Source: an optimization exercise on an open RTL-to-GDS flow (aim: small area). Production flows keep margins and buffers that such runs may drop.
In this exercise RTL edits were held to simulation tests only and were not proved equivalent to the original.

==> job 925: inputs <==
Design lab_probe_trace, start of the top module:
module lab_probe_trace #(
    parameter int NCH   = 8,
    parameter int W     = 16,
    parameter int DEPTH = 16,
    localparam int AW   = $clog2(DEPTH)
) (
    input  logic               i_lab_clk,
    input  logic               i_lab_reset,
    input  logic               i_step_clk,
    input  logic [NCH*W-1:0]   i_probe_in,
    input  logic               i_arm,
    input  logic               i_stop,
    input  logic               i_trig_en,
    input  logic [2:0]         i_trig_ch,
    input  logic [W-1:0]       i_trig_val,
    input  logic [AW-1:0]      i_post_len,
    input  logic [AW-1:0]      i_rd_idx,
    output logic [NCH*W-1:0]   o_rd_data,
    output logic [AW:0]        o_count,
    output logic [1:0]         o_state,
    output logic               o_triggered,
    output logic [31:0]        o_step_cnt
);
Settings: LEC_CHECK=0, CAP_MARGIN=20, CORE_MARGIN=2, CORE_UTILIZATION=65, PLACE_DENSITY=0.75, SLEW_MARGIN=20, SYNTH_HIERARCHICAL=1; clock period 4.5 ns.
standard.sh (not shown) runs the stock make flow with config.mk's settings and CLKGATE_MAP_FILE= SYNTH_SCRIPT=/design/flow/synth_recipe.tcl, a recipe that flattens the netlist after the stock synthesis.
==> flow/flow/run.sh <==
#!/bin/bash
set -euo pipefail
export BUFFER_PORTS_ARGS="-buffer_cell sky130_fd_sc_hd__buf_1"
export CTS_ARGS="-sink_clustering_enable -repair_clock_nets -dont_use_dummy_load -buf_list {sky130_fd_sc_hd__clkbuf_8} -sink_clustering_size 18 -sink_clustering_max_diameter 60"
export RECOVER_POWER=100
export POST_GLOBAL_ROUTE_TCL="$PWD/flow/post_grt.tcl"
bash standard.sh > standard_flow.log 2>&1
==> flow/flow/post_grt.tcl <==
# Power recovery (RECOVER_POWER) can leave max-slew or max-capacitance
# violations; repair them again on global-route parasitics.
log_cmd estimate_parasitics -global_routing
log_cmd global_route -start_incremental
log_cmd repair_design -verbose -cap_margin 20 -slew_margin 20
log_cmd detailed_placement
log_cmd global_route -end_incremental
log_cmd estimate_parasitics -global_routing
report_check_types -max_slew -max_cap -violators
==> inputs of job 2091, as changes to job 925 <==
--- a/flow/design.v
+++ b/flow/design.v
@@ -66,35 +66,16 @@
         lpt_aoi22 u_aoi2 (
             .a0(r_trigOh[6]), .b0(i_probe_in[6*W+b]),
             .a1(r_trigOh[7]), .b1(i_probe_in[7*W+b]),
             .y (w_tg[2])
         );
         lpt_nand3 u_or (.a(w_tg), .y(w_trigSample[b]));
     end
     assign w_stepStrobe = r_stepS2 & ~r_stepD;
-    logic [31:0]        w_stepToggle;
-    logic [7:0]         w_stepGrpOnes;
-    logic [7:0]         w_stepGrpCarry;
-    always_comb begin
-        for (int j = 0; j < 8; j++) begin
-            w_stepGrpOnes[j] = &r_stepCnt[4*j +: 4];
-        end
-        w_stepGrpCarry[0] = w_stepStrobe;
-        for (int j = 1; j < 8; j++) begin
-            w_stepGrpCarry[j] = w_stepGrpCarry[j-1] & w_stepGrpOnes[j-1];
-        end
-        for (int j = 0; j < 8; j++) begin
-            w_stepToggle[4*j]   = w_stepGrpCarry[j];
-            w_stepToggle[4*j+1] = w_stepGrpCarry[j] & r_stepCnt[4*j];
-            w_stepToggle[4*j+2] = w_stepGrpCarry[j] & r_stepCnt[4*j] & r_stepCnt[4*j+1];
-            w_stepToggle[4*j+3] = w_stepGrpCarry[j] & r_stepCnt[4*j] & r_stepCnt[4*j+1]
-                                  & r_stepCnt[4*j+2];
-        end
-    end
     assign w_armRise    = i_arm & ~r_armD;
     always_comb begin
         w_stateNext    = r_state;
         w_capture      = 1'b0;
         w_startSession = 1'b0;
         w_trigHit      = 1'b0;
         case (r_state)
             S_IDLE, S_DONE: begin
@@ -138,17 +119,19 @@
             r_rdValid   <= 1'b0;
         end else begin
             r_state  <= w_stateNext;
             r_stepS1 <= i_step_clk;
             r_stepS2 <= r_stepS1;
             r_stepD  <= r_stepS2;
             r_armD   <= i_arm;
             r_capD   <= w_capture;
-            r_stepCnt <= r_stepCnt ^ w_stepToggle;
+            if (w_stepStrobe) begin
+                r_stepCnt <= r_stepCnt + 32'd1;
+            end
             if (w_startSession) begin
                 r_count     <= '0;
                 r_triggered <= 1'b0;
             end else begin
                 if (w_capture && !r_count[AW]) begin
                     r_count <= r_count + (AW+1)'(1);
                 end
                 if (w_trigHit) begin
==> flow/flow/run.sh (replaced) <==
#!/bin/bash
set -euo pipefail
export BUFFER_PORTS_ARGS="-buffer_cell sky130_fd_sc_hd__buf_1"
export CTS_ARGS="-sink_clustering_enable -repair_clock_nets -dont_use_dummy_load -buf_list {sky130_fd_sc_hd__clkbuf_8} -sink_clustering_size 18 -sink_clustering_max_diameter 60"
bash standard.sh > standard_flow.log 2>&1
removed: flow/flow/post_grt.tcl
==> impl_results.md <==
* Sequential share of cell area at between 70% and 80%
* Post-place setup slack at 0.655 ns
* Post-CTS Setup Inserts at 0
* Outcome: no timing/DRC/antenna violations
* Number of diodes at 5
* Post-DP HPWL at 100000 µm
* Highest net fanout along the worst path at 79
* R2r setup slk at 0.69 ns
* Area of the die at 121000 µm²
* First-pass GRT wire length at between 200000 and 300000 µm
* Signal buffers at approximately 450
* Met2 routed wirelength at between 80000 and 90000 µm
* Max rail drop VDD at roughly 0.00032 V
* Clock Skews at between 0.07 and 0.08 ns
* Post-synthesis cell area at around 77000 µm²
* WL met3 at approximately 25000 µm
* Number of cells in the finished layout apart from fillers at approximately 5700
(the above is from job 925)
==> impl_results.md <==
* Number of diodes at 6
* Post-DP HPWL at 106000 µm
* Post-CTS Setup Inserts at 2
* Highest net fanout along the worst path at 34
* R2r setup slk at about 0.75 ns
* WL met3 at 24200 µm
* Area of the die at around 120000 µm²
* Post-synthesis cell area at ~77000 µm²
* Signal buffers at 470
* Met2 routed wirelength at about 82000 µm
* First-pass GRT wire length at ~260000 µm
* Outcome: no timing/DRC/antenna violations
* Number of cells in the finished layout apart from fillers at around 5700
(the above is from job 2091)

==> separate check: timing with driven ports <==
No port has a modelled driver above. Below, the same layouts with a new extraction and two added sets of constraints. Step 1 sets driving cells, clkbuf_16 on the clock port and buf_2 on the other inputs (assumed; they add their load-dependent delay and slew). Step 2 moves the port delays by t, midway between the first and last clock arrival at a register: inputs arrive t later, outputs are due t later. That takes back most of the time a late clock gives input paths. Three values: ideal, step 1, step 2; two values: the first two.
run | t (ns) | setup slack, ns | hold WS [ns]
job 925 | 0.913 | 0.134 / 0.059 / 0.483 | 0.129 / 0.086 / 0.364
job 2091 | 0.934 | 0.116 / 0.042 / 0.748 | 0.127 / 0.077 / 0.360
After both steps every run listed still meets setup and hold.
